This design comes from an exercise in tuning for small area, a short achievable clock period and few clock cycles on the open sky130 flow, not from production work.
RTL that was checked went through simulation tests only; none was proved equivalent to the original.
Only the layout flow was run in run 5; the RTL was not checked for function there.
Power is estimated from default activity; no workload was simulated.

==> flow/design.v <==
module freq_counter #(
	parameter int NUM_SYMBOLS = 6,
	parameter int CNT_W       = 8,
	parameter int SAMPLE_W    = 8
) (
	input  logic                               clk,
	input  logic                               reset,
	input  logic                               gray_valid,
	input  logic [SAMPLE_W-1:0]                gray_data,
	output logic [NUM_SYMBOLS-1:0][CNT_W-1:0]  cnt,
	output logic                               cnt_valid,
	output logic                               burst_end     
);
	localparam logic CNT_IDLE    = 1'b0;
	localparam logic CNT_RECEIVE = 1'b1;
	logic state;
	assign burst_end = (state == CNT_RECEIVE) && !gray_valid;
	always_ff @(posedge clk) begin
		if (reset) begin
			state     <= CNT_IDLE;
			cnt_valid <= 1'b0;
		end else begin
			cnt_valid <= burst_end;
			if (gray_valid)
				state <= CNT_RECEIVE;
			else
				state <= CNT_IDLE;
		end
	end
	always_ff @(posedge clk) begin
		for (int k = 0; k < NUM_SYMBOLS; k++) begin
			if (gray_valid) begin
				if (state == CNT_IDLE)
					cnt[k] <= (gray_data == SAMPLE_W'(k + 1)) ? CNT_W'(1) : '0;
				else if (gray_data == SAMPLE_W'(k + 1))
					cnt[k] <= cnt[k] + CNT_W'(1);
			end
		end
	end
endmodule
module count_sorter #(
	parameter int NUM_SYMBOLS = 6,
	parameter int CNT_W       = 8,
	parameter int IDX_W       = 3
) (
	input  logic [NUM_SYMBOLS-1:0][CNT_W-1:0]  cnt,
	output logic [NUM_SYMBOLS-1:0][CNT_W-1:0]  init_cnt,    
	output logic [NUM_SYMBOLS-1:0][IDX_W-1:0]  init_pos     
);
	localparam int N = NUM_SYMBOLS;
	logic two_first;    
	assign two_first = (cnt[1] <= cnt[0]);
	always_comb begin
		for (int k = 2; k < N; k++) begin
			init_cnt[k - 2] = cnt[k];
			init_pos[k]     = IDX_W'(k - 2);
		end
		init_cnt[N - 2] = two_first ? cnt[1] : cnt[0];
		init_cnt[N - 1] = two_first ? cnt[0] : cnt[1];
		init_pos[0]     = two_first ? IDX_W'(N - 1) : IDX_W'(N - 2);
		init_pos[1]     = two_first ? IDX_W'(N - 2) : IDX_W'(N - 1);
	end
endmodule
module tree_merger #(
	parameter int NUM_SYMBOLS = 6,
	parameter int CNT_W       = 8,
	parameter int IDX_W       = 3
) (
	input  logic                                    clk,
	input  logic                                    reset,
	input  logic                                    load,          
	input  logic [NUM_SYMBOLS-1:0][CNT_W-1:0]       init_cnt,
	input  logic [NUM_SYMBOLS-1:0][IDX_W-1:0]       init_pos,
	output logic                                    first,         
	output logic                                    merge,         
	output logic                                    last,          
	output logic [NUM_SYMBOLS-1:0]                  sym_a,         
	output logic [NUM_SYMBOLS-1:0]                  sym_b,         
	output logic [NUM_SYMBOLS-1:0]                  sym_c,         
	output logic                                    c_first        
);
	localparam int N          = NUM_SYMBOLS;
	localparam int SORT_STEPS = N - 2;
	localparam int STEPS      = SORT_STEPS + N - 2;    
	logic [N-1:0][CNT_W-1:0]  e;
	logic [N-1:0][N-1:0]      at;       
	logic [STEPS-1:0]         run;      
	logic                     sorting;
	logic                     sort_next;    
	logic [CNT_W-1:0]         x;            
	logic [N+1:0]             lt;           
	logic [N+1:0][CNT_W-1:0]  ex;           
	logic [N-1:0]             ins;          
	logic [N-1:0]             head;         
	logic [CNT_W-1:0]         u;
	logic [CNT_W-1:0]         v;
	logic [CNT_W-1:0]         sum_uv;
	logic [CNT_W-1:0]         sum_ux;
	logic                     take_uv;
	assign sorting   = run[STEPS - SORT_STEPS];
	assign sort_next = run[STEPS - SORT_STEPS + 1];
	assign u      = sorting ? e[1] : e[2];
	assign v      = sorting ? e[2] : e[3];
	assign sum_uv = u + v;
	assign sum_ux = u + x;
	assign take_uv = sorting ? lt[2] : lt[3];
	always_comb begin
		for (int p = 0; p < N + 2; p++)
			ex[p] = (p < N) ? e[p] : '1;
		lt = '0;
		for (int p = 1; p < N; p++)
			lt[p] = (e[p] < x)
				|| (p <= SORT_STEPS - 1 && run[STEPS - SORT_STEPS + p]);    
		lt[0] = 1'b1;
		if (!sorting)
			lt[1] = 1'b1;
		for (int q = 0; q < N; q++)
			ins[q] = sorting ? (lt[q] && !lt[q + 1]) : (lt[q + 1] && !lt[q + 2]);
		for (int k = 0; k < N; k++) begin
			sym_a[k] = at[k][0];
			sym_b[k] = at[k][1];
			sym_c[k] = at[k][2];
			head[k]  = at[k][0] || (!sorting && at[k][1]);
		end
	end
	assign first   = run[STEPS - 1];
	assign c_first = lt[2];
	always_ff @(posedge clk) begin
		if (reset) begin
			run   <= '0;
			merge <= 1'b0;
			last  <= 1'b0;
		end else if (load) begin
			run   <= '1;
			merge <= 1'b0;
			last  <= 1'b0;
		end else begin
			run   <= run >> 1;
			merge <= run[1] && !run[STEPS - SORT_STEPS + 1];
			last  <= run[1] && !run[2];
		end
	end
	always_ff @(posedge clk) begin
		if (!run[0])
			x <= init_cnt[0];
		else if (sort_next)
			x <= lt[1] ? e[1] : x;
		else
			x <= ({CNT_W{take_uv}} & sum_uv) | ({CNT_W{!take_uv}} & sum_ux);
	end
	always_ff @(posedge clk) begin
		if (!run[0]) begin
			e <= init_cnt;
			for (int k = 0; k < N; k++)
				at[k] <= N'(1) << init_pos[k];
		end else begin
			for (int q = 0; q < N; q++) begin
				if (sorting) begin
					if (lt[q + 1])
						e[q] <= ex[q + 1];
					else if (lt[q])
						e[q] <= x;
					else
						e[q] <= ex[q];
				end else begin
					if (lt[q + 2])
						e[q] <= ex[q + 2];
					else if (lt[q + 1])
						e[q] <= x;
					else
						e[q] <= ex[q + 1];
				end
			end
			for (int k = 0; k < N; k++) begin
				for (int q = 0; q < N; q++) begin
					if (sorting)
						at[k][q] <= (q + 1 < N && at[k][q + 1] && lt[q + 1])
						         || (q >= 1 && at[k][q] && !lt[q])
						         || (head[k] && ins[q]);
					else
						at[k][q] <= (q + 2 < N && at[k][q + 2] && lt[q + 2])
						         || (q >= 1 && q + 1 < N && at[k][q + 1] && !lt[q + 1])
						         || (head[k] && ins[q]);
				end
			end
		end
	end
endmodule
module code_builder #(
	parameter int NUM_SYMBOLS = 6,
	parameter int CODE_W      = 8
) (
	input  logic                                    clk,
	input  logic                                    reset,
	input  logic                                    start,         
	input  logic                                    merge,
	input  logic                                    last,
	input  logic [NUM_SYMBOLS-1:0]                  sym_a,
	input  logic [NUM_SYMBOLS-1:0]                  sym_b,
	input  logic [NUM_SYMBOLS-1:0]                  sym_c,
	input  logic                                    c_first,
	output logic [NUM_SYMBOLS-1:0][CODE_W-1:0]      hc,
	output logic [NUM_SYMBOLS-1:0][CODE_W-1:0]      m,
	output logic                                    code_valid
);
	localparam int LEN_W = NUM_SYMBOLS - 1;
	logic [NUM_SYMBOLS-1:0][LEN_W-1:0] hc_q;
	logic [NUM_SYMBOLS-1:0][LEN_W-1:0] m_q;
	logic [NUM_SYMBOLS-1:0][LEN_W-1:0] nxt;     
	always_comb begin
		for (int s = 0; s < NUM_SYMBOLS; s++) begin
			hc[s]  = CODE_W'(hc_q[s]);
			m[s]   = CODE_W'(m_q[s]);
			nxt[s] = ~m_q[s] & {m_q[s][LEN_W-2:0], 1'b1};
		end
	end
	always_ff @(posedge clk) begin
		if (reset)
			code_valid <= 1'b0;
		else
			code_valid <= last;
	end
	always_ff @(posedge clk) begin
		for (int s = 0; s < NUM_SYMBOLS; s++) begin
			if (start) begin
				hc_q[s] <= '0;
				m_q[s]  <= '0;
			end else if (merge) begin
				if (last && (sym_a[s] || sym_b[s])) begin
					hc_q[s] <= hc_q[s] | (sym_a[s] ? nxt[s] : '0)
					                   | (c_first ? '0 : {nxt[s][LEN_W-2:0], 1'b0});
					m_q[s]  <= {m_q[s][LEN_W-3:0], 2'b11};
				end else if (last && sym_c[s]) begin
					hc_q[s] <= hc_q[s] | (c_first ? nxt[s] : '0);
					m_q[s]  <= {m_q[s][LEN_W-2:0], 1'b1};
				end else if (!last && (sym_a[s] || sym_b[s])) begin
					hc_q[s] <= hc_q[s] | (sym_a[s] ? nxt[s] : '0);
					m_q[s]  <= {m_q[s][LEN_W-2:0], 1'b1};
				end
			end
		end
	end
endmodule
module huffman (
	input  logic        clk,
	input  logic        reset,
	input  logic        gray_valid,
	input  logic [7:0]  gray_data,
	output logic        cnt_valid,
	output logic [47:0] cnt,           
	output logic        code_valid,
	output logic [47:0] hc,            
	output logic [47:0] m              
);
	localparam int NUM_SYMBOLS = 6;
	localparam int CNT_W       = 8;
	localparam int CODE_W      = 8;
	localparam int SAMPLE_W    = 8;
	localparam int IDX_W       = 3;
	logic                                    burst_end;
	logic [NUM_SYMBOLS-1:0][CNT_W-1:0]       init_cnt;
	logic [NUM_SYMBOLS-1:0][IDX_W-1:0]       init_pos;
	logic                                    first;
	logic                                    merge;
	logic                                    last;
	logic [NUM_SYMBOLS-1:0]                  sym_a;
	logic [NUM_SYMBOLS-1:0]                  sym_b;
	logic [NUM_SYMBOLS-1:0]                  sym_c;
	logic                                    c_first;
	freq_counter #(
		.NUM_SYMBOLS (NUM_SYMBOLS),
		.CNT_W       (CNT_W),
		.SAMPLE_W    (SAMPLE_W)
	) freq_counter_i (
		.clk        (clk),
		.reset      (reset),
		.gray_valid (gray_valid),
		.gray_data  (gray_data),
		.cnt        (cnt),
		.cnt_valid  (cnt_valid),
		.burst_end  (burst_end)
	);
	count_sorter #(
		.NUM_SYMBOLS (NUM_SYMBOLS),
		.CNT_W       (CNT_W),
		.IDX_W       (IDX_W)
	) count_sorter_i (
		.cnt        (cnt),
		.init_cnt (init_cnt),
		.init_pos   (init_pos)
	);
	tree_merger #(
		.NUM_SYMBOLS (NUM_SYMBOLS),
		.CNT_W       (CNT_W),
		.IDX_W       (IDX_W)
	) tree_merger_i (
		.clk        (clk),
		.reset      (reset),
		.load       (burst_end),
		.init_cnt (init_cnt),
		.init_pos   (init_pos),
		.first      (first),
		.merge      (merge),
		.last       (last),
		.sym_a      (sym_a),
		.sym_b      (sym_b),
		.sym_c      (sym_c),
		.c_first    (c_first)
	);
	code_builder #(
		.NUM_SYMBOLS (NUM_SYMBOLS),
		.CODE_W      (CODE_W)
	) code_builder_i (
		.clk        (clk),
		.reset      (reset),
		.start      (first),
		.merge      (merge),
		.last       (last),
		.sym_a      (sym_a),
		.sym_b      (sym_b),
		.sym_c      (sym_c),
		.c_first    (c_first),
		.hc         (hc),
		.m          (m),
		.code_valid (code_valid)
	);
endmodule
==> flow/flow/run.sh <==
#!/bin/bash
# The standard layout, with the smallest plain buffer on the ports and the
# resizer free to change a cell's footprint (the platform holds it to the same
# footprint, which keeps the port buffers in the slow delay-buffer family).
set -euo pipefail
bash standard.sh MATCH_CELL_FOOTPRINT=0 \
	"BUFFER_PORTS_ARGS=-buffer_cell sky130_fd_sc_hd__buf_1" \
	finish > standard_flow.log 2>&1
==> flow/standard.sh <==
#!/bin/bash
# synth_recipe.tcl (not shown) runs the flow's synth.tcl, then flattens the netlist and writes it again
# the make line also repeats each setting of config.mk as NAME=value (left out here)
make -C /OpenROAD-flow-scripts/flow DESIGN_CONFIG=/design/flow/config.mk WORK_HOME=/design/flow/orfs CLKGATE_MAP_FILE= SYNTH_SCRIPT=/design/flow/synth_recipe.tcl "${@:-finish}"
==> flow/config.mk <==
export PLATFORM = sky130hd
export DESIGN_NAME = huffman
export DESIGN_NICKNAME = huffman
export VERILOG_FILES = /design/flow/design.v
export SDC_FILE = /design/flow/constraint.sdc
export NUM_CORES = 4
export LEC_CHECK = 0
export CAP_MARGIN = 20
export CORE_MARGIN = 2
export CORE_UTILIZATION = 40
export CTS_CLUSTER_DIAMETER = 80
export CTS_CLUSTER_SIZE = 20
export PLACE_DENSITY = 0.7
export SETUP_SLACK_MARGIN = 3.3
export SLEW_MARGIN = 20
==> flow/constraint.sdc <==
create_clock -name core_clock -period 6.0 [get_ports {clk}]
set_input_delay 1.2000 -clock core_clock [delete_from_list [all_inputs] [get_ports {clk}]]
set_output_delay 1.2000 -clock core_clock [all_outputs]
set_load 0.01 [all_outputs]
==> results of run 1 <==
## Yosys cell counts, types with 22 or more instances
library cell / n / area share (%)
ha_1: 63 / 6.3
a21oi_1: 123 / 4.9
dfxtp_1: 140 / 22
clkbuf_1: 63 / 1.9
nand3_1: 39 / 1.6
o21ai_0: 65 / 2.6
and3_1: 23 / 1.1
mux2i_1: 62 / 5.0
xnor2_1: 34 / 2.4
and2_1: 52 / 2.6
buf_4: 42 / 2.5
nor3_1: 26 / 1.0
nand2_1: 146 / 4.4
nor2_1: 142 / 4.3
nor2b_1: 22 / 1.1
edfxtp_1: 64 / 15
a31oi_1: 26 / 1.3
inv_1: 37 / 1.1
## power by group
| part | switching (W) | internal (W) |
|---|---|---|
| Combinational | 0.000854 | 0.000607 |
| Clock | 0.000501 | 0.000488 |
| Sequential | 0.000182 | 0.00156 |
## final cells by class
| class | instances | area (um2) | share of cell area, % |
|---|---|---|---|
| Multi-Input combinational cell | 1132 | 7465 | 51.99 |
| Tap cell | 396 | 495.5 | 3.451 |
| Clock buffer | 19 | 411.6 | 2.867 |
| Clock inverter | 2 | 16.27 | 0.1133 |
| Timing Repair Buffer | 186 | 1092 | 7.607 |
| Sequential cell | 204 | 4732 | 32.96 |
| Inverter | 38 | 146.4 | 1.020 |
## timing repair
| action | 4_1_cts | 5_1_grt |
|---|---|---|
| cloned | 1 | 4 |
| pin swaps | 2 | 11 |
| gates resized for setup | 29 | 29 |
| setup endpoints to repair | 103 | 81 |
| setup buffers | 17 | 23 |
## state kept, by name, summed over array words and instances (netlist names)
register,flops
code_builder_i.code_valid,1
code_builder_i.hc_q,30
code_builder_i.m_q,30
freq_counter_i.cnt,48
freq_counter_i.state,1
tree_merger_i.at,36
tree_merger_i.e,40
tree_merger_i.last,1
tree_merger_i.merge,1
tree_merger_i.run,8
tree_merger_i.x,8
## per-layer routing
| metal | vias up | global-route usage, % | share of wire, % | wire length (um) |
|---|---|---|---|---|
| met5 | - | 0 | 0 | 0 |
| met4 | 0 | 6.569 | 3.3 | 1178 |
| met3 | 79 | 3.024 | 6.7 | 2385 |
| met2 | 481 | 32.72 | 45 | 16210 |
| met1 | 5439 | 27.66 | 45 | 15990 |
| li1 | 5435 | - | - | - |
## stage by stage
| stage | instance area [um2] | total power [W] | hold WS (ps) | std cells |
|---|---|---|---|---|
| finish | 14360 | 0.004190 | 429.6 | 1977 |
| global route | 14360 | 0.004402 | 472.7 | 1977 |
| CTS | 13960 | 0.004055 | 434.8 | 1950 |
| detailed placement | 13250 | 0.002986 | 419.4 | 1911 |
| global placement | 13250 | 0.002954 | 409.7 | 1911 |
| floorplan | 12760 | 0.002670 | 402.1 | 1497 |
## logic make-up after synthesis
family	synth area share, %
compound gates	21.17
buf+inv	6.313
flops	37.72
other cells	0.05996
mux	6.213
fa+ha+maj	6.613
xor+xnor	3.356
simple gates	18.56
## final timing paths
check | slack [ps] | from | depth (start not counted) | end
worst max register to register | 3320 | tree_merger_i.x[5]$_DFFE_PP_ | 11 | tree_merger_i.x[7]$_DFFE_PP_
worst min register to register | 430 | tree_merger_i.run[2]$_SDFF_PP0_ | 1 | tree_merger_i.last$_SDFF_PP0_
worst max-delay path | 3320 | tree_merger_i.x[5]$_DFFE_PP_ | 11 | tree_merger_i.x[7]$_DFFE_PP_
worst min-delay path | 430 | tree_merger_i.run[2]$_SDFF_PP0_ | 1 | tree_merger_i.last$_SDFF_PP0_
==> reports/qor.json, run 1 <==
{
  "worst_setup_path": {
    "worst_setup_path_start_kind": "flop",
    "timing.critical_path.max_delay_family": "compound AO/OA/AOI/OAI gates",
    "worst-endpoint-arrival_ps": 2940,
    "crit_path_end_kind": "flop",
    "cp.required_ps": 6250,
    "critical_path.max_stage_delay_ps": 480,
    "critical_path_buf_inv_count": 4,
    "path_class": "flop to flop",
    "timing.critical_path.cells": "inv_2 > ha_4 > a211o_1 > a21oi_2 > o32ai_4 > buf_12 > buf_8 > mux2i_4 > buf_6 > mux2i_1 > a21oi_1",
    "path_max_fanout": 4,
    "timing.critical_path.slowest_stage_cell": "edfxtp_1"
  },
  "logic_synthesis": {
    "count_of_flip_flops_with_a_built_in_enable_after_synthesis": 64,
    "yosysWarnings": 10,
    "synth_top_flop_cell": "dfxtp_1",
    "post_synth.cell_area_avg_um2": 8.609,
    "yosysUniqueCellTypes": 68,
    "syn-cell-area_um2": 12530,
    "synth_seq_area_share_pct": 37.72,
    "post_synthesis_async_set_or_reset_flop_share_pct": 0,
    "syn_inst": 1455,
    "ys_ff_latch": 204
  },
  "clocking": {
    "clockRootBuffer": "clkbuf_16",
    "postCtsHoldBufs": 0,
    "numClockSinks": 204,
    "clock_insertion_delay_worst_skew_ps": 490,
    "clock_path_buffers": 3,
    "clkTransAtPathRegs_ps": 90,
    "htree_levels": 1,
    "cts_tree": "yes",
    "cts_made_buffers": 14
  },
  "placement": {
    "placement.io_buffers": 120,
    "gp_routability_congestion": 0.9207,
    "dpl_worst_slack_ps": 2539,
    "hpwl_um": 23620
  },
  "cells_and_area": {
    "final.fill_count": 2941,
    "insertedDiodeCount": 0,
    "layout_common_cells": "146 x nand2_1, 138 x nor2_1, 136 x dfxtp_1",
    "num-nets-final": 1652,
    "post_route_cells_drive_above_1_share_pct": 9.298,
    "layout.cells.most_common": "nand2_1",
    "syn_to_final_growth_pct": 14.63,
    "postLayoutCoreUtil_pct": 46.70
  },
  "power": {
    "power_density_nw_per_um2": 291.8,
    "leakage_nw": 5.515,
    "max-vdd-ir-drop_mv": 0.1608
  },
  "routing": {
    "remaining_drc_errors": 0,
    "detail_route.first_pass.iterations": 6,
    "antenna_left": 0,
    "dr_total_vias": 11430,
    "post_drt_via_cell_ratio": 5.784,
    "wl_per_cell_um": 18.09,
    "drt-total-wl_um": 35770,
    "detailedRoute.firstIterationViolations": 923
  },
  "floorplanning": {
    "die_h_um": 181.0,
    "num_io_pins": 157,
    "die-area_um2": 32750,
    "core_um2": 30750,
    "die-width_um": 181.0,
    "floorplan.rows": 64,
    "initial_core_util_pct": 40.73
  },
  "timing": {
    "max_freq_mhz": 372.6,
    "setup_violations": 0,
    "min_period_ps": 2684,
    "finalMaxSlewViolations": 0,
    "tightest_slew_ps": 1007,
    "final.setup.worst_slack_ps": 3316,
    "tns_ps": 0,
    "grt_setup_unrepaired": "true",
    "timing.final.crit_share_pct": 44.73,
    "max-slew-margin-rel_pct": 32.85,
    "endpoints_failing_hold": 0,
    "timing.clock.skew_ps": 29.35
  },
  "grt": {
    "grt_first_pass_wirelength_um": 54600,
    "grtUsageTotal_pct": 20.19,
    "grt_start_max_net_pins": 71,
    "leftover_overflow_at_the_end_of_global_routing": 0,
    "antenna_found_initial": 0,
    "grt_pass1_vias": 10160
  },
  "flow_run": {
    "max_cap_viol_count": 0
  },
  "hold_path": {
    "min_path_type": "flop to flop"
  },
  "status": {
    "outcome": "timing/DRC/antenna clean"
  }
}
Testbench counts, summed over its fixed seeds: cycles 19,092.
==> run 2: changes to the inputs <==
--- a/flow/config.mk
+++ b/flow/config.mk
@@ -11,5 +11,4 @@
 export CTS_CLUSTER_DIAMETER = 80
 export CTS_CLUSTER_SIZE = 20
-export PLACE_DENSITY = 0.7
 export SETUP_SLACK_MARGIN = 3.3
 export SLEW_MARGIN = 20
==> run 2 against run 1 <==
  * Still clean
  * Maximum frequency up 1.1%
  * Die area unchanged
  * Sequential power about the same
  * Register-to-register slack improved by 30 ps
  * Highest routed layer unchanged
==> reports/qor.json, run 2 <==
{
  "floorplanning": {
    "die_h_um": 181.0,
    "core_um2": 30750,
    "die-area_um2": 32750,
    "die-width_um": 181.0,
    "num_io_pins": 157,
    "initial_core_util_pct": 40.73,
    "floorplan.rows": 64
  },
  "cells_and_area": {
    "layout_common_cells": "145 x nand2_1, 139 x nor2_1, 136 x dfxtp_1",
    "finalInstanceArea_um2": 14350,
    "syn_to_final_growth_pct": 14.54,
    "layout_top_registers": "freq_counter_i.cnt (48), tree_merger_i.e (40), tree_merger_i.at (36)",
    "layout.cells.most_common": "nand2_1",
    "insertedDiodeCount": 0,
    "postLayoutCoreUtil_pct": 46.66,
    "num-nets-final": 1647,
    "top_register": "freq_counter_i.cnt",
    "post_route_cells_drive_above_1_share_pct": 9.448,
    "largest_reg_flops": 48
  },
  "logic_synthesis": {
    "synth_seq_area_share_pct": 37.72,
    "synth_common_cells": "146 x nand2_1, 142 x nor2_1, 140 x dfxtp_1",
    "post_synth.cell_area_avg_um2": 8.609,
    "yosys.area.top_type_share_pct": 22.38,
    "yosysWarnings": 10,
    "most_frequent_cell_after_synthesis": "nand2_1",
    "ys_ff_latch": 204,
    "syn-cell-area_um2": 12530,
    "post_synth_main_area_contributors": "dfxtp_1 22%, edfxtp_1 15%, ha_1 6.3%, mux2i_1 5.0%, a21oi_1 4.9%",
    "count_of_flip_flops_with_a_built_in_enable_after_synthesis": 64,
    "synth.largest_area_cell": "dfxtp_1",
    "synth_top_flop_cell": "dfxtp_1",
    "syn_inst": 1455,
    "yosysUniqueCellTypes": 68,
    "post_synthesis_async_set_or_reset_flop_share_pct": 0
  },
  "placement": {
    "hpwl_um": 24320,
    "placement.io_buffers": 120,
    "gp_routability_congestion": 0.9180,
    "dpl_worst_slack_ps": 2492,
    "dpl-instance-area_um2": 13270
  },
  "clocking": {
    "clockRootBuffer": "clkbuf_16",
    "postCtsHoldBufs": 0,
    "clock_insertion_delay_worst_skew_ps": 520,
    "cts_tree": "yes",
    "htree_levels": 1,
    "clock_path_buffers": 3,
    "clkTransAtPathRegs_ps": 90,
    "cts_made_buffers": 15,
    "numClockSinks": 204
  },
  "timing": {
    "max-slew-margin-rel_pct": 31.71,
    "final.setup.worst_slack_ps": 3344,
    "setup_violations": 0,
    "timing.clock.skew_ps": 32.97,
    "finalMaxSlewViolations": 0,
    "tightest_slew_ps": 1024,
    "max_freq_mhz": 376.5,
    "endpoints_failing_hold": 0,
    "tns_ps": 0,
    "timing.final.crit_share_pct": 44.26,
    "min_period_ps": 2656,
    "grt_setup_unrepaired": "true"
  },
  "routing": {
    "dr_total_vias": 11260,
    "post_drt_via_cell_ratio": 5.705,
    "detail_route.first_pass.iterations": 9,
    "wl_per_cell_um": 18.50,
    "drt-total-wl_um": 36500,
    "remaining_drc_errors": 0,
    "detailedRoute.firstIterationViolations": 749,
    "antenna_left": 0
  },
  "grt": {
    "grt_first_pass_wirelength_um": 57330,
    "grt_start_max_net_pins": 71,
    "leftover_overflow_at_the_end_of_global_routing": 0,
    "grt_pass1_vias": 10310,
    "grtUsageTotal_pct": 21.39,
    "antenna_found_initial": 0
  },
  "power": {
    "leakage_nw": 5.488,
    "power_total_w": 0.004193,
    "power_density_nw_per_um2": 292.2,
    "max-vdd-ir-drop_mv": 0.1716
  },
  "worst_setup_path": {
    "worst_setup_path_start_kind": "flop",
    "cp.required_ps": 6250,
    "worst-endpoint-arrival_ps": 2910,
    "timing.reg2reg.worst_path_depth": 10,
    "crit_path_end_kind": "flop",
    "path_max_fanout": 8,
    "path_class": "flop to flop"
  },
  "hold_path": {
    "min_path_type": "flop to flop",
    "worst_hold_path.num_cells": 1
  },
  "flow_run": {
    "max_cap_viol_count": 0
  },
  "status": {
    "outcome": "timing/DRC/antenna clean"
  }
}
## run 2: cell counts after synthesis
Identical to the previous run, type by type.
## run 2: cell families after synthesis
logic type | Yosys count | synth area share, %
multiplexers | 76 | 6.213
AND/OR/NAND/NOR | 496 | 18.56
other | 2 | 0.05996
XOR/XNOR | 48 | 3.356
AO/OA/AOI/OAI | 402 | 21.17
adder cells (fa/ha/maj) | 65 | 6.613
buffers and inverters | 162 | 6.313
flip-flops | 204 | 37.72
## run 2: report_power, final
group	total [W]	switching, W	internal, W
Clock	0.00101	0.000534	0.000472
Combinational	0.00145	0.000862	0.000588
Sequential	0.00174	0.000179	0.00156
Total	0.00419	0.00158	0.00262
## run 2: critical path, cell delays in order, from the launching register on
cell and delay (ps):
dfxtp_4 460, buf_4 170, mux2_2 380, ha_1 350
nand3_1 80, o211ai_1 300, nor4_1 80, nor3_1 230
xnor2_1 100, mux2i_1 150, a21oi_1 80
## run 2: final cells by class
type	count	area, um2
clock buffer	16	379.1
inverter	38	145.1
multi-input combinational	1134	7510
sequential	204	4732
clock inverter	7	56.30
tap	396	495.5
timing repair buffer	178	1030
fill	3003	16400
## run 2: metal layers
layer | vias to the layer above | wire length (um) | GRT usage, %
li1 | 5437 | - | -
met1 | 5356 | 16720 | 29.94
met2 | 399 | 16690 | 34.83
met3 | 63 | 2200 | 2.721
met4 | 0 | 889 | 5.756
met5 | - | 0 | 0
## run 2: worst paths after layout
| check | start | endpoint | slack, ps |
|---|---|---|---|
| setup / recovery | tree_merger_i.run[4]$_SDFF_PP0_ | tree_merger_i.x[7]$_DFFE_PP_ | 3340 |
| hold / removal | tree_merger_i.run[2]$_SDFF_PP0_ | tree_merger_i.last$_SDFF_PP0_ | 430 |
| setup reg to reg | tree_merger_i.run[4]$_SDFF_PP0_ | tree_merger_i.x[7]$_DFFE_PP_ | 3340 |
| hold reg to reg | tree_merger_i.run[2]$_SDFF_PP0_ | tree_merger_i.last$_SDFF_PP0_ | 430 |
## run 2: what timing repair did
| action | 4_1_cts | 5_1_grt |
|---|---|---|
| cloned | 4 | 2 |
| setup buffers | 17 | 14 |
| setup endpoints to repair | 102 | 92 |
| gates resized for setup | 27 | 35 |
| pin swaps | 3 | 10 |
## run 2: through the flow
| step | instances | hold slack (ps) |
|---|---|---|
| floorplan | 1497 | 402.1 |
| global placement | 1913 | 423.9 |
| detailed placement | 1913 | 424.4 |
| CTS | 1957 | 429.2 |
| global route | 1973 | 450.8 |
| finish | 1973 | 431.6 |
==> run 3: changes to the inputs <==
--- a/flow/config.mk
+++ b/flow/config.mk
@@ -9,6 +9,7 @@
 export CORE_MARGIN = 2
 export CORE_UTILIZATION = 40
-export CTS_CLUSTER_DIAMETER = 80
-export CTS_CLUSTER_SIZE = 20
+export CTS_BUF_LIST = sky130_fd_sc_hd__clkbuf_8
+export CTS_CLUSTER_DIAMETER = 50
+export CTS_CLUSTER_SIZE = 10
 export SETUP_SLACK_MARGIN = 3.3
 export SLEW_MARGIN = 20
==> run 3 against run 2 <==
  * Clock power grew 15%
  * Sequential cell count did not move
  * Non-clock buffer count increased by 7
  * Hold slack better by 14 ps
  * Register-to-register slack barely moved
  * Global-route usage hardly changed
  * Combinational power is 3% higher
  * Critical path depth is 1 higher
  * Maximum frequency shrank 0.46%
  * Utilization is 0.85 points higher
  * Worst setup slack got worse by 12 ps
  * Synthesized area is the same
  * Largest cell class unchanged
==> reports/qor.json, run 3 <==
{
  "status": {
    "outcome": "timing/DRC/antenna clean"
  },
  "logic_synthesis": {
    "synth.largest_area_cell": "dfxtp_1",
    "ys_ff_latch": 204,
    "yosysUniqueCellTypes": 68,
    "yosys.area.top_type_share_pct": 22.38,
    "synth_seq_area_share_pct": 37.72,
    "post_synthesis_async_set_or_reset_flop_share_pct": 0,
    "synth_top_flop_cell": "dfxtp_1",
    "yosysWarnings": 10,
    "post_synth.cell_area_avg_um2": 8.609,
    "synth_common_cells": "146 x nand2_1, 142 x nor2_1, 140 x dfxtp_1",
    "most_frequent_cell_after_synthesis": "nand2_1",
    "syn_inst": 1455,
    "count_of_flip_flops_with_a_built_in_enable_after_synthesis": 64,
    "syn-cell-area_um2": 12530,
    "post_synth_main_area_contributors": "dfxtp_1 22%, edfxtp_1 15%, ha_1 6.3%, mux2i_1 5.0%, a21oi_1 4.9%"
  },
  "cells_and_area": {
    "seqCellArea_um2": 4733,
    "layout.cells.most_common": "nand2_1",
    "post_route_cells_drive_above_1_share_pct": 11.56,
    "final-instance-count-excl-fill": 2005,
    "finalInstanceArea_um2": 14610,
    "syn_to_final_growth_pct": 16.62,
    "num-nets-final": 1667,
    "postLayoutCoreUtil_pct": 47.51,
    "insertedDiodeCount": 0,
    "layout_common_cells": "145 x nand2_1, 139 x nor2_1, 135 x dfxtp_1",
    "layout_top_registers": "freq_counter_i.cnt (48), tree_merger_i.e (40), tree_merger_i.at (36)",
    "multi_input_comb_area_um2": 7527,
    "largest_reg_flops": 48,
    "final.fill_count": 2985,
    "top_register": "freq_counter_i.cnt"
  },
  "routing": {
    "drt-total-wl_um": 37040,
    "wl_per_cell_um": 18.47,
    "post_drt_via_cell_ratio": 5.670,
    "antenna_left": 0,
    "dr_total_vias": 11370,
    "detailedRoute.firstIterationViolations": 834,
    "remaining_drc_errors": 0,
    "detail_route.first_pass.iterations": 8
  },
  "hold_path": {
    "min-delay-start": "tree_merger_i.run[2]$_SDFF_PP0_",
    "hold_end": "tree_merger_i.last$_SDFF_PP0_",
    "min_path_type": "flop to flop",
    "worst_hold_path.num_cells": 1
  },
  "timing": {
    "max-slew-margin-rel_pct": 33.70,
    "tightest_slew_ps": 994.5,
    "grt_setup_unrepaired": "true",
    "timing.final.crit_share_pct": 44.47,
    "endpoints_failing_hold": 0,
    "finalMaxSlewViolations": 0,
    "min_period_ps": 2668,
    "timing.clock.skew_ps": 26.20,
    "tns_ps": 0,
    "setup_violations": 0,
    "max_freq_mhz": 374.8
  },
  "grt": {
    "grtUsageTotal_pct": 21.44,
    "grt_start_max_net_pins": 71,
    "antenna_found_initial": 0,
    "leftover_overflow_at_the_end_of_global_routing": 0,
    "grt_first_pass_wirelength_um": 57490,
    "grt_pass1_vias": 10420
  },
  "worst_setup_path": {
    "cp.required_ps": 6330,
    "path_class": "flop to flop",
    "path_max_fanout": 6,
    "worst_setup_path_start_kind": "flop",
    "crit_path_end_kind": "flop",
    "rrSetupSlack_ps": 3330,
    "timing.rr.end": "tree_merger_i.e[14]$_DFFE_PP_",
    "worst-endpoint-arrival_ps": 3000,
    "regToRegStartpoint": "tree_merger_i.x[1]$_DFFE_PP_",
    "timing.reg2reg.worst_path_depth": 11
  },
  "placement": {
    "gp_routability_congestion": 0.9180,
    "dp.cells": 1913,
    "dpl-instance-area_um2": 13270,
    "placement.io_buffers": 120,
    "hpwl_um": 24320
  },
  "floorplanning": {
    "floorplan.rows": 64,
    "num_io_pins": 157,
    "die_h_um": 181.0,
    "initial_core_util_pct": 40.73,
    "die-area_um2": 32750,
    "die-width_um": 181.0,
    "core_um2": 30750
  },
  "power": {
    "net-switching-power_w": 0.001628,
    "p_sw_share_pct": 37.11,
    "comb_power_share_pct": 33.9,
    "power_total_w": 0.004387,
    "power_density_nw_per_um2": 300.3,
    "power_report.internal_total_w": 0.002759,
    "share_clk_of_total_power_pct": 26.5,
    "max-vdd-ir-drop_mv": 0.1678,
    "power.sequential.fraction_pct": 39.6,
    "leakage_nw": 5.634
  },
  "clocking": {
    "clkTransAtPathRegs_ps": 80,
    "numClockSinks": 204,
    "clockRootBuffer": "clkbuf_8",
    "cts_tree": "yes",
    "clock_path_buffers": 3,
    "htree_levels": 1,
    "clock_insertion_delay_worst_skew_ps": 600,
    "cts_made_buffers": 29,
    "postCtsHoldBufs": 0
  },
  "flow_run": {
    "max_cap_viol_count": 0
  }
}
-- run 3: changes by cell type in the layout (fill, tap and decap cells not counted), moves of 3 or more --
cell       delta
clkbuf_8     +32
clkbuf_16    -14
clkinv_2      +4
a31oi_2       +3
buf_4         +4
a31oi_1       -4
inv_2         +4
-- run 3: cell type report --
type                    instances  area share (%)
clock inverters                16          0.9507
multi-input cells            1133           51.53
repair buffers                185           7.640
flip-flops and latches        204           32.40
well taps                     396           3.392
clock buffers                  33           3.109
inverters                      38          0.9764
-- run 3: what timing repair did --
action / in CTS / in global routing
pin swaps: 4 / 7
buffers inserted: 15 / 22
gates resized for setup: 35 / 35
setup endpoints to repair: 102 / 81
cloned: 3 / 3
-- run 3: per-stage QoR --
| step | hold slack, ps | setup WS (ps) |
|---|---|---|
| 5_1_grt | 460.4 | 3240 |
| 4_1_cts | 437.1 | 3309 |
| 6_report | 445.9 | 3332 |
| 2_1_floorplan | 402.1 | 3281 |
| 3_3_place_gp | 423.9 | 2478 |
| 3_5_place_dp | 424.4 | 2492 |
-- run 3: how the worst max path moves through the flow --
stage | start | to | slack (ps) | depth (start not counted)
after floorplan | gray_data[5] | freq_counter_i.cnt[24]$_DFFE_PP_ | 3280 | 4
after CTS | tree_merger_i.x[1]$_DFFE_PP_ | tree_merger_i.e[19]$_DFF_P_ | 3310 | 10
after global routing | tree_merger_i.x[7]$_DFFE_PP_ | tree_merger_i.e[17]$_DFF_P_ | 3240 | 11
after global placement | tree_merger_i.x[1]$_DFFE_PP_ | tree_merger_i.e[10]$_DFFE_PP_ | 2480 | 7
final | tree_merger_i.x[1]$_DFFE_PP_ | tree_merger_i.e[14]$_DFFE_PP_ | 3330 | 11
after detailed placement | tree_merger_i.x[1]$_DFFE_PP_ | tree_merger_i.e[9]$_DFFE_PP_ | 2490 | 7
-- run 3: critical path: stages, from the launching register on --
cell	delay, ps
edfxtp_1	480
inv_2	120
ha_1	350
a2111oi_4	340
buf_4	200
o21ai_4	110
buf_12	160
buf_2	170
nand2_1	100
a31oi_2	100
a22oi_1	200
nand2_1	60
-- run 3: cells by family (layout without fill, tap and decap cells) --
| logic type | after synthesis | after routing | share of synthesized area, % |
|---|---|---|---|
| fa+ha+maj | 65 | 65 | 6.613 |
| other cells | 2 | 44 | 0.05996 |
| buf+inv | 162 | 272 | 6.313 |
| flops | 204 | 204 | 37.72 |
| mux | 76 | 76 | 6.213 |
| xor+xnor | 48 | 48 | 3.356 |
| simple gates | 496 | 496 | 18.56 |
| compound gates | 402 | 404 | 21.17 |
-- run 3: power groups by stage --
| stage | registers, W | logic [W] | clock network [W] |
|---|---|---|---|
| finish | 0.00174 | 0.00149 | 0.00116 |
| global route | 0.00176 | 0.00163 | 0.00126 |
| CTS | 0.00174 | 0.00134 | 0.00120 |
| detailed placement | 0.00178 | 0.00123 | 0 |
| global placement | 0.00177 | 0.00121 | 0 |
| floorplan | 0.00172 | 0.000946 | 0 |
-- run 3: layer usage --
metal	track usage (%)	share of wire (%)	vias up
li1	-	-	5482
met1	29.87	45	5371
met2	34.62	45	427
met3	3.407	7.0	89
met4	5.659	2.8	0
met5	0	0	-
==> run 4: changes to the inputs <==
--- a/flow/config.mk
+++ b/flow/config.mk
@@ -10,6 +10,6 @@
 export CORE_UTILIZATION = 40
 export CTS_BUF_LIST = sky130_fd_sc_hd__clkbuf_8
-export CTS_CLUSTER_DIAMETER = 50
-export CTS_CLUSTER_SIZE = 10
+export CTS_CLUSTER_DIAMETER = 60
+export CTS_CLUSTER_SIZE = 14
 export SETUP_SLACK_MARGIN = 3.3
 export SLEW_MARGIN = 20
==> run 4 against run 3 <==
  * Clock skew is 5.1 ps higher
  * Total power is 5.8% lower
  * Clock power is 17% lower
  * Synthesized cell count stayed put
  * Clock-buffer cell count is 10 lower
  * Hold slack hardly changed
  * Non-clock buffer count is 10 lower
  * Critical endpoint is now tree_merger_i.e[11]$_DFFE_PP_
  * Largest cell class unchanged
  * Highest routed layer unchanged
==> reports/qor.json, run 4 <==
{
  "clocking": {
    "clock_insertion_delay_worst_skew_ps": 570,
    "htree_levels": 1,
    "clock_path_buffers": 3,
    "clockRootBuffer": "clkbuf_8",
    "cts_made_buffers": 22,
    "clkTransAtPathRegs_ps": 90,
    "postCtsHoldBufs": 0,
    "numClockSinks": 204,
    "cts_tree": "yes"
  },
  "grt": {
    "grt_pass1_vias": 10340,
    "grtUsageTotal_pct": 21.26,
    "grt_first_pass_wirelength_um": 57080,
    "grt_start_max_net_pins": 71,
    "antenna_found_initial": 0,
    "leftover_overflow_at_the_end_of_global_routing": 0
  },
  "timing": {
    "timing.clock.skew_ps": 31.30,
    "min_period_ps": 2622,
    "timing.final.crit_share_pct": 43.70,
    "tightest_slew_ps": 998.0,
    "finalMaxSlewViolations": 0,
    "tns_ps": 0,
    "setup_violations": 0,
    "grt_setup_unrepaired": "true",
    "endpoints_failing_hold": 0,
    "max-slew-margin-rel_pct": 33.47,
    "max_freq_mhz": 381.4
  },
  "status": {
    "outcome": "timing/DRC/antenna clean"
  },
  "power": {
    "power.sequential.fraction_pct": 42.1,
    "comb_power_share_pct": 34.6,
    "max-vdd-ir-drop_mv": 0.1499,
    "share_clk_of_total_power_pct": 23.4,
    "leakage_nw": 5.491,
    "power_report.internal_total_w": 0.002546,
    "net-switching-power_w": 0.001585,
    "p_sw_share_pct": 38.37,
    "power_density_nw_per_um2": 288.9
  },
  "cells_and_area": {
    "layout_top_registers": "freq_counter_i.cnt (48), tree_merger_i.e (40), tree_merger_i.at (36)",
    "layout_common_cells": "145 x nand2_1, 140 x nor2_1, 135 x dfxtp_1",
    "num-nets-final": 1650,
    "seqCellArea_um2": 4733,
    "syn_to_final_growth_pct": 14.14,
    "multi_input_comb_area_um2": 7470,
    "insertedDiodeCount": 0,
    "largest_reg_flops": 48,
    "postLayoutCoreUtil_pct": 46.50,
    "post_route_cells_drive_above_1_share_pct": 9.824,
    "top_register": "freq_counter_i.cnt",
    "layout.cells.most_common": "nand2_1",
    "final.fill_count": 3035
  },
  "floorplanning": {
    "die-width_um": 181.0,
    "die-area_um2": 32750,
    "die_h_um": 181.0,
    "num_io_pins": 157,
    "floorplan.rows": 64,
    "initial_core_util_pct": 40.73,
    "core_um2": 30750
  },
  "logic_synthesis": {
    "post_synth.cell_area_avg_um2": 8.609,
    "yosysWarnings": 10,
    "syn_inst": 1455,
    "synth_top_flop_cell": "dfxtp_1",
    "yosysUniqueCellTypes": 68,
    "synth_common_cells": "146 x nand2_1, 142 x nor2_1, 140 x dfxtp_1",
    "syn-cell-area_um2": 12530,
    "most_frequent_cell_after_synthesis": "nand2_1",
    "post_synthesis_async_set_or_reset_flop_share_pct": 0,
    "yosys.area.top_type_share_pct": 22.38,
    "ys_ff_latch": 204,
    "synth.largest_area_cell": "dfxtp_1",
    "synth_seq_area_share_pct": 37.72,
    "post_synth_main_area_contributors": "dfxtp_1 22%, edfxtp_1 15%, ha_1 6.3%, mux2i_1 5.0%, a21oi_1 4.9%",
    "count_of_flip_flops_with_a_built_in_enable_after_synthesis": 64
  },
  "routing": {
    "remaining_drc_errors": 0,
    "detail_route.first_pass.iterations": 8,
    "wl_per_cell_um": 18.54,
    "post_drt_via_cell_ratio": 5.703,
    "dr_total_vias": 11320,
    "detailedRoute.firstIterationViolations": 757,
    "total_routed_wire_length_on_the_met1_layer_um": 16630,
    "drt-total-wl_um": 36780,
    "dr_wl_met3_um": 2520,
    "detailroute.wirelength.met2_um": 16740,
    "maxUsedRoutingLayer": "met4",
    "antenna_left": 0
  },
  "worst_setup_path": {
    "setup.worst_path.start": "tree_merger_i.x[2]$_DFFE_PP_",
    "cp.required_ps": 6300,
    "timing.critical_path.slowest_stage_cell": "edfxtp_1",
    "path_max_fanout": 11,
    "worst-endpoint-arrival_ps": 2930,
    "regToRegStartpoint": "tree_merger_i.x[2]$_DFFE_PP_",
    "critical_path.max_stage_delay_ps": 460,
    "timing.critical_path.cells": "inv_2 > ha_1 > o21ai_0 > a211o_4 > o21ai_4 > buf_12 > nor2_2 > a222oi_1 > nand2_1",
    "crit_path_end_kind": "flop",
    "path_class": "flop to flop",
    "worst_setup_path_start_kind": "flop"
  },
  "placement": {
    "hpwl_um": 24320,
    "placement.io_buffers": 120,
    "gp_routability_congestion": 0.9180
  },
  "flow_run": {
    "max_cap_viol_count": 0
  },
  "hold_path": {
    "min-delay-start": "tree_merger_i.run[2]$_SDFF_PP0_",
    "min_path_type": "flop to flop"
  }
}
## run 4: changes by cell type in the layout (fill, tap and decap cells not counted), moves of 2 or more
cell	delta
a31oi_2	-3
inv_4	+2
clkinv_2	-5
clkbuf_8	-10
inv_6	+2
inv_2	-3
buf_4	-7
buf_12	-2
a31oi_1	+4
inv_1	+3
## run 4: final cells by class
| class | count | area share, % |
|---|---|---|
| Sequential cell | 204 | 33.11 |
| Tap cell | 396 | 3.465 |
| Clock inverter | 15 | 0.8751 |
| Inverter | 38 | 0.9976 |
| Multi-Input combinational cell | 1133 | 52.24 |
| Timing Repair Buffer | 175 | 7.097 |
| Clock buffer | 23 | 2.214 |
## run 4: power by group through the flow
stage | Combinational [W] | Clock, W | Sequential [W]
2_1_floorplan | 0.000946 | 0 | 0.00172
3_3_place_gp | 0.00121 | 0 | 0.00177
3_5_place_dp | 0.00123 | 0 | 0.00178
4_1_cts | 0.00133 | 0.000995 | 0.00173
5_1_grt | 0.00156 | 0.00105 | 0.00176
6_report | 0.00143 | 0.000965 | 0.00174
## run 4: per-stage QoR
stage / hold WS (ps) / setup slack [ps] / instances / cell area (um2) / total power (W)
4_1_cts: 438.7 / 3301 / 1969 / 14020 / 0.004060
2_1_floorplan: 402.1 / 3281 / 1497 / 12760 / 0.002670
6_report: 446.2 / 3378 / 1984 / 14300 / 0.004131
5_1_grt: 463.9 / 3247 / 1984 / 14300 / 0.004373
3_3_place_gp: 423.9 / 2478 / 1913 / 13260 / 0.002985
3_5_place_dp: 424.4 / 2492 / 1913 / 13270 / 0.003002
## run 4: final timing paths
check                                        to  slack [ps]  cells past startpoint
hold / removal    tree_merger_i.last$_SDFF_PP0_         450                      1
setup reg to reg  tree_merger_i.e[11]$_DFFE_PP_        3380                      9
setup / recovery  tree_merger_i.e[11]$_DFFE_PP_        3380                      9
hold reg to reg   tree_merger_i.last$_SDFF_PP0_         450                      1
## run 4: what timing repair did
item                                    in CTS  in global routing
pin swaps                                    3                  7
buffers inserted                            15                 12
endpoints found under the setup margin     102                 87
cloned                                       3                  3
gates resized for setup                     33                 26
## run 4: worst max-delay path, delay by kind of cell, from the launching register on
family | cells | cell delay (ps)
buffers and inverters | 2 | 350
AND/OR/NAND/NOR | 2 | 190
AO/OA/AOI/OAI | 4 | 1140
flip-flops | 1 | 460
adder cells (fa/ha/maj) | 1 | 220
## run 4: cells by family (layout without fill, tap and decap cells)
kind of cell             count (synthesis)  count (layout)  share of synthesized area [%]
AND/OR/NAND/NOR                        496             496                          18.56
AO/OA/AOI/OAI                          402             404                          21.17
flip-flops                             204             204                          37.72
buffers and inverters                  162             251                          6.313
multiplexers                            76              76                          6.213
adder cells (fa/ha/maj)                 65              65                          6.613
XOR/XNOR                                48              48                          3.356
other                                    2              44                        0.05996
## run 4: layer usage
metal | GRT usage, % | up-vias
met3 | 3.528 | 69
li1 | - | 5447
met4 | 5.106 | 0
met1 | 29.41 | 5379
met5 | 0 | -
met2 | 34.69 | 420
==> run 5: changes to the inputs <==
--- a/flow/design.v
+++ b/flow/design.v
@@ -221,4 +221,16 @@
 			code_valid <= last;
 	end
+	logic [NUM_SYMBOLS-1:0] take;      
+	logic [NUM_SYMBOLS-1:0] two;       
+	logic [NUM_SYMBOLS-1:0] low_one;   
+	logic                   high_one;  
+	always_comb begin
+		high_one = !c_first;
+		for (int s = 0; s < NUM_SYMBOLS; s++) begin
+			two[s]     = last && (sym_a[s] || sym_b[s]);
+			take[s]    = merge && (sym_a[s] || sym_b[s] || (last && sym_c[s]));
+			low_one[s] = sym_a[s] || (last && sym_c[s] && c_first);
+		end
+	end
 	always_ff @(posedge clk) begin
 		for (int s = 0; s < NUM_SYMBOLS; s++) begin
@@ -226,16 +238,8 @@
 				hc_q[s] <= '0;
 				m_q[s]  <= '0;
-			end else if (merge) begin
-				if (last && (sym_a[s] || sym_b[s])) begin
-					hc_q[s] <= hc_q[s] | (sym_a[s] ? nxt[s] : '0)
-					                   | (c_first ? '0 : {nxt[s][LEN_W-2:0], 1'b0});
-					m_q[s]  <= {m_q[s][LEN_W-3:0], 2'b11};
-				end else if (last && sym_c[s]) begin
-					hc_q[s] <= hc_q[s] | (c_first ? nxt[s] : '0);
-					m_q[s]  <= {m_q[s][LEN_W-2:0], 1'b1};
-				end else if (!last && (sym_a[s] || sym_b[s])) begin
-					hc_q[s] <= hc_q[s] | (sym_a[s] ? nxt[s] : '0);
-					m_q[s]  <= {m_q[s][LEN_W-2:0], 1'b1};
-				end
+			end else if (take[s]) begin
+				hc_q[s] <= hc_q[s] | (low_one[s] ? nxt[s] : '0)
+				                   | ((two[s] && high_one) ? {nxt[s][LEN_W-2:0], 1'b0} : '0);
+				m_q[s]  <= two[s] ? {m_q[s][LEN_W-3:0], 2'b11} : {m_q[s][LEN_W-2:0], 1'b1};
 			end
 		end
--- a/flow/config.mk
+++ b/flow/config.mk
@@ -9,7 +9,6 @@
 export CORE_MARGIN = 2
 export CORE_UTILIZATION = 40
-export CTS_BUF_LIST = sky130_fd_sc_hd__clkbuf_8
-export CTS_CLUSTER_DIAMETER = 60
-export CTS_CLUSTER_SIZE = 14
+export CTS_CLUSTER_DIAMETER = 80
+export CTS_CLUSTER_SIZE = 20
 export SETUP_SLACK_MARGIN = 3.3
 export SLEW_MARGIN = 20
==> run 5 against run 4 <==
  * Still clean
  * Routed wire length barely moved
  * Synthesized cell count down 5.7%
  * Die area shrank 1.9%
  * Sequential power is essentially flat
  * Global-route usage is 0.27 points higher
  * Worst setup slack got worse by 110 ps
  * Synthesized area decreased by 1.9%
  * Sequential share of layout area down 1.1 points
  * Clock power rose by 15%
  * Critical path type unchanged
  * Largest cell class unchanged
  * Largest power group unchanged
==> reports/qor.json, run 5 <==
{
  "status": {
    "outcome": "timing/DRC/antenna clean"
  },
  "routing": {
    "post_drt_via_cell_ratio": 5.781,
    "drt-total-wl_um": 36750,
    "remaining_drc_errors": 0,
    "antenna_left": 0,
    "detailedRoute.firstIterationViolations": 1120,
    "wl_per_cell_um": 19.08,
    "dr_total_vias": 11140,
    "detail_route.first_pass.iterations": 8
  },
  "power": {
    "leakage_nw": 5.546,
    "power_report.internal_total_w": 0.002825,
    "power.sequential.fraction_pct": 37.9,
    "max-vdd-ir-drop_mv": 0.2077,
    "comb_power_share_pct": 37.7,
    "p_sw_share_pct": 38.06,
    "net-switching-power_w": 0.001736,
    "share_clk_of_total_power_pct": 24.4,
    "power_density_nw_per_um2": 308.6
  },
  "logic_synthesis": {
    "synth_common_cells": "140 x dfxtp_1, 121 x nor2_1, 103 x a21oi_1",
    "synth_top_flop_cell": "dfxtp_1",
    "ys_ff_latch": 204,
    "count_of_flip_flops_with_a_built_in_enable_after_synthesis": 64,
    "post_synth.cell_area_avg_um2": 8.955,
    "synth.largest_area_cell": "dfxtp_1",
    "most_frequent_cell_after_synthesis": "dfxtp_1",
    "syn-cell-area_um2": 12290,
    "syn_inst": 1372,
    "yosysWarnings": 10,
    "yosys.area.top_type_share_pct": 22.81,
    "post_synthesis_async_set_or_reset_flop_share_pct": 0,
    "synth_seq_area_share_pct": 38.45,
    "post_synth_main_area_contributors": "dfxtp_1 23%, edfxtp_1 16%, ha_1 6.4%, a21oi_1 4.2%, mux2i_1 3.7%",
    "yosysUniqueCellTypes": 66
  },
  "clocking": {
    "clock_insertion_delay_worst_skew_ps": 500,
    "cts_tree": "yes",
    "clock_path_buffers": 3,
    "numClockSinks": 204,
    "htree_levels": 1,
    "clockRootBuffer": "clkbuf_16",
    "postCtsHoldBufs": 0,
    "clkTransAtPathRegs_ps": 90,
    "cts_made_buffers": 16
  },
  "floorplanning": {
    "die_h_um": 179.3,
    "floorplan.rows": 64,
    "die-width_um": 179.3,
    "initial_core_util_pct": 40.38,
    "die-area_um2": 32130,
    "core_um2": 30430,
    "num_io_pins": 157
  },
  "cells_and_area": {
    "layout_top_registers": "freq_counter_i.cnt (48), tree_merger_i.e (40), tree_merger_i.at (36)",
    "syn_to_final_growth_pct": 20.25,
    "post_route_cells_drive_above_1_share_pct": 16.54,
    "seqCellArea_um2": 4732,
    "top_register": "freq_counter_i.cnt",
    "num-nets-final": 1597,
    "multi_input_comb_area_um2": 7657,
    "final.fill_count": 2868,
    "layout_common_cells": "136 x dfxtp_1, 120 x buf_1, 116 x nor2_1",
    "postLayoutCoreUtil_pct": 48.56,
    "insertedDiodeCount": 0,
    "largest_reg_flops": 48,
    "layout.cells.most_common": "dfxtp_1"
  },
  "hold_path": {
    "min_path_type": "flop to flop",
    "worst_hold_path.num_cells": 1,
    "hold_end": "tree_merger_i.last$_SDFF_PP0_",
    "min-delay-start": "tree_merger_i.run[2]$_SDFF_PP0_"
  },
  "timing": {
    "timing.final.crit_share_pct": 45.56,
    "grt_setup_unrepaired": "true",
    "tns_ps": 0,
    "min_period_ps": 2734,
    "timing.clock.skew_ps": 20.02,
    "setup_violations": 0,
    "max-slew-margin-rel_pct": 36.49,
    "tightest_slew_ps": 951.4,
    "endpoints_failing_hold": 0,
    "finalMaxSlewViolations": 0,
    "max_freq_mhz": 365.8
  },
  "grt": {
    "grt_pass1_vias": 9917,
    "grtUsageTotal_pct": 21.52,
    "grt_start_max_net_pins": 63,
    "leftover_overflow_at_the_end_of_global_routing": 0,
    "antenna_found_initial": 0,
    "grt_first_pass_wirelength_um": 55080
  },
  "placement": {
    "gp_routability_congestion": 0.8513,
    "hpwl_um": 23650,
    "placement.io_buffers": 120
  },
  "worst_setup_path": {
    "timing.rr.end": "tree_merger_i.at[19]$_SDFF_PN1_",
    "crit_path_end_kind": "flop",
    "regToRegStartpoint": "tree_merger_i.x[1]$_DFFE_PP_",
    "path_class": "flop to flop",
    "cp.required_ps": 6390,
    "worst_setup_path_start_kind": "flop",
    "worst-endpoint-arrival_ps": 3120,
    "path_max_fanout": 24,
    "timing.reg2reg.worst_path_depth": 8,
    "rrSetupSlack_ps": 3270
  },
  "flow_run": {
    "max_cap_viol_count": 0
  }
}
==> run 5: cells by family after synthesis <==
kind of cell    count (synthesis)  share of synthesized area (%)
compound gates                422                          23.53
xor+xnor                       48                          3.422
fa+ha+maj                      65                          6.741
buf+inv                       167                          6.517
flops                         204                          38.45
mux                            61                          5.214
other cells                     2                        0.06112
simple gates                  403                          16.06
==> run 5: how the worst max path moves through the flow <==
stage,from,endpoint,slack (ps),cells after the start
floorplan,tree_merger_i.run[4]$_SDFF_PP0_,tree_merger_i.x[7]$_DFFE_PP_,3250,12
global placement,tree_merger_i.x[3]$_DFFE_PP_,tree_merger_i.e[15]$_DFFE_PP_,2370,8
detailed placement,tree_merger_i.x[3]$_DFFE_PP_,tree_merger_i.e[11]$_DFFE_PP_,2200,8
CTS,tree_merger_i.x[1]$_DFFE_PP_,tree_merger_i.at[19]$_SDFF_PN1_,3290,8
global route,tree_merger_i.x[5]$_DFFE_PP_,tree_merger_i.at[25]$_SDFF_PN0_,3150,11
finish,tree_merger_i.x[1]$_DFFE_PP_,tree_merger_i.at[19]$_SDFF_PN1_,3270,8
==> run 5: layer usage <==
metal | share of wire (%) | up-vias | track usage (%)
met5 | 0 | - | 0
met4 | 2.5 | 0 | 5.813
met3 | 6.7 | 62 | 3.053
met2 | 45 | 404 | 33.21
met1 | 46 | 5330 | 31.29
li1 | - | 5339 | -
==> run 5: critical path: stages, from the launching register on <==
cell	delay [ps]
edfxtp_1	430
clkinvlp_4	230
ha_4	340
a2111oi_4	80
o21ai_2	510
nand3_4	420
a221oi_1	390
a21oi_1	60
o21bai_1	170
==> run 5: metrics by stage <==
| stage | worst slack [ps] | power, W | cells | hold slack (ps) | cell area [um2] |
|---|---|---|---|---|---|
| 6_report | 3266 | 0.004560 | 1926 | 434.3 | 14780 |
| 5_1_grt | 3150 | 0.004792 | 1926 | 451.9 | 14780 |
| 3_5_place_dp | 2195 | 0.003012 | 1824 | 416.6 | 13000 |
| 2_1_floorplan | 3252 | 0.002689 | 1414 | 402.1 | 12550 |
| 3_3_place_gp | 2368 | 0.002998 | 1824 | 417.8 | 13000 |
| 4_1_cts | 3289 | 0.004289 | 1890 | 431.5 | 14050 |
==> run 5: power groups by stage <==
| stage | clock network [W] | logic (W) | registers [W] |
|---|---|---|---|
| 2_1_floorplan | 0 | 0.000972 | 0.00172 |
| 4_1_cts | 0.00113 | 0.00144 | 0.00172 |
| 3_3_place_gp | 0 | 0.00125 | 0.00175 |
| 3_5_place_dp | 0 | 0.00126 | 0.00175 |
| 5_1_grt | 0.00118 | 0.00186 | 0.00175 |
| 6_report | 0.00111 | 0.00172 | 0.00173 |
==> run 5: timing repair <==
item / in CTS / in global routing
buffers inserted: 36 / 32
gates cloned: 3 / 4
setup endpoints to repair: 116 / 104
hold endpoints to repair: 0 / 0
gates resized for setup: 48 / 79
pin swaps: 13 / 32
==> run 5: final cells by class <==
| class | count | share of cell area, % |
|---|---|---|
| multi-input combinational | 1050 | 51.82 |
| sequential | 204 | 32.03 |
| timing repair buffer | 207 | 8.121 |
| tap | 396 | 3.353 |
| clock buffer | 21 | 3.057 |
| inverter | 42 | 1.177 |
| clock inverter | 6 | 0.4403 |

[re-timing with driven ports]
In the flow no input, the clock included, has a driving cell. The finished layouts below were timed again as built, in two steps.
Step 1 sets driving cells, clkbuf_16 on the clock port and buf_2 on the other inputs (assumed; they add their load-dependent delay and slew).
Step 2 adds t to the input delays and takes it off the output delays; t is the mean of the earliest and latest rising clock arrival at the registers after step 1. Input paths then give back, and output paths get back, about the clock's delay inside the block.
Slacks: no drivers / after step 1 / after step 2; pairs: no drivers / after step 1.
| run | shift t [ns] | setup slack, ns | worst register clock-pin slew, ns | worst slew at a driven data input, ns |
|---|---|---|---|---|
| run 1 | 0.530 | 3.316 / 3.316 / 3.040 | 0.09 / 0.09 | 0.03 |
| run 2 | 0.551 | 3.344 / 3.344 / 3.017 | 0.09 / 0.09 | 0.03 |
| run 3 | 0.629 | 3.332 / 3.332 / 3.005 | 0.08 / 0.08 | 0.03 |
| run 4 | 0.597 | 3.378 / 3.378 / 2.998 | 0.10 / 0.10 | 0.03 |
| run 5 | 0.541 | 3.266 / 3.266 / 2.960 | 0.09 / 0.09 | 0.03 |
After both steps setup and hold are still met in every run listed. The setup slack of run 4, which loses most, moves by 0.000 ns with the drivers and by -0.380 ns with both steps.
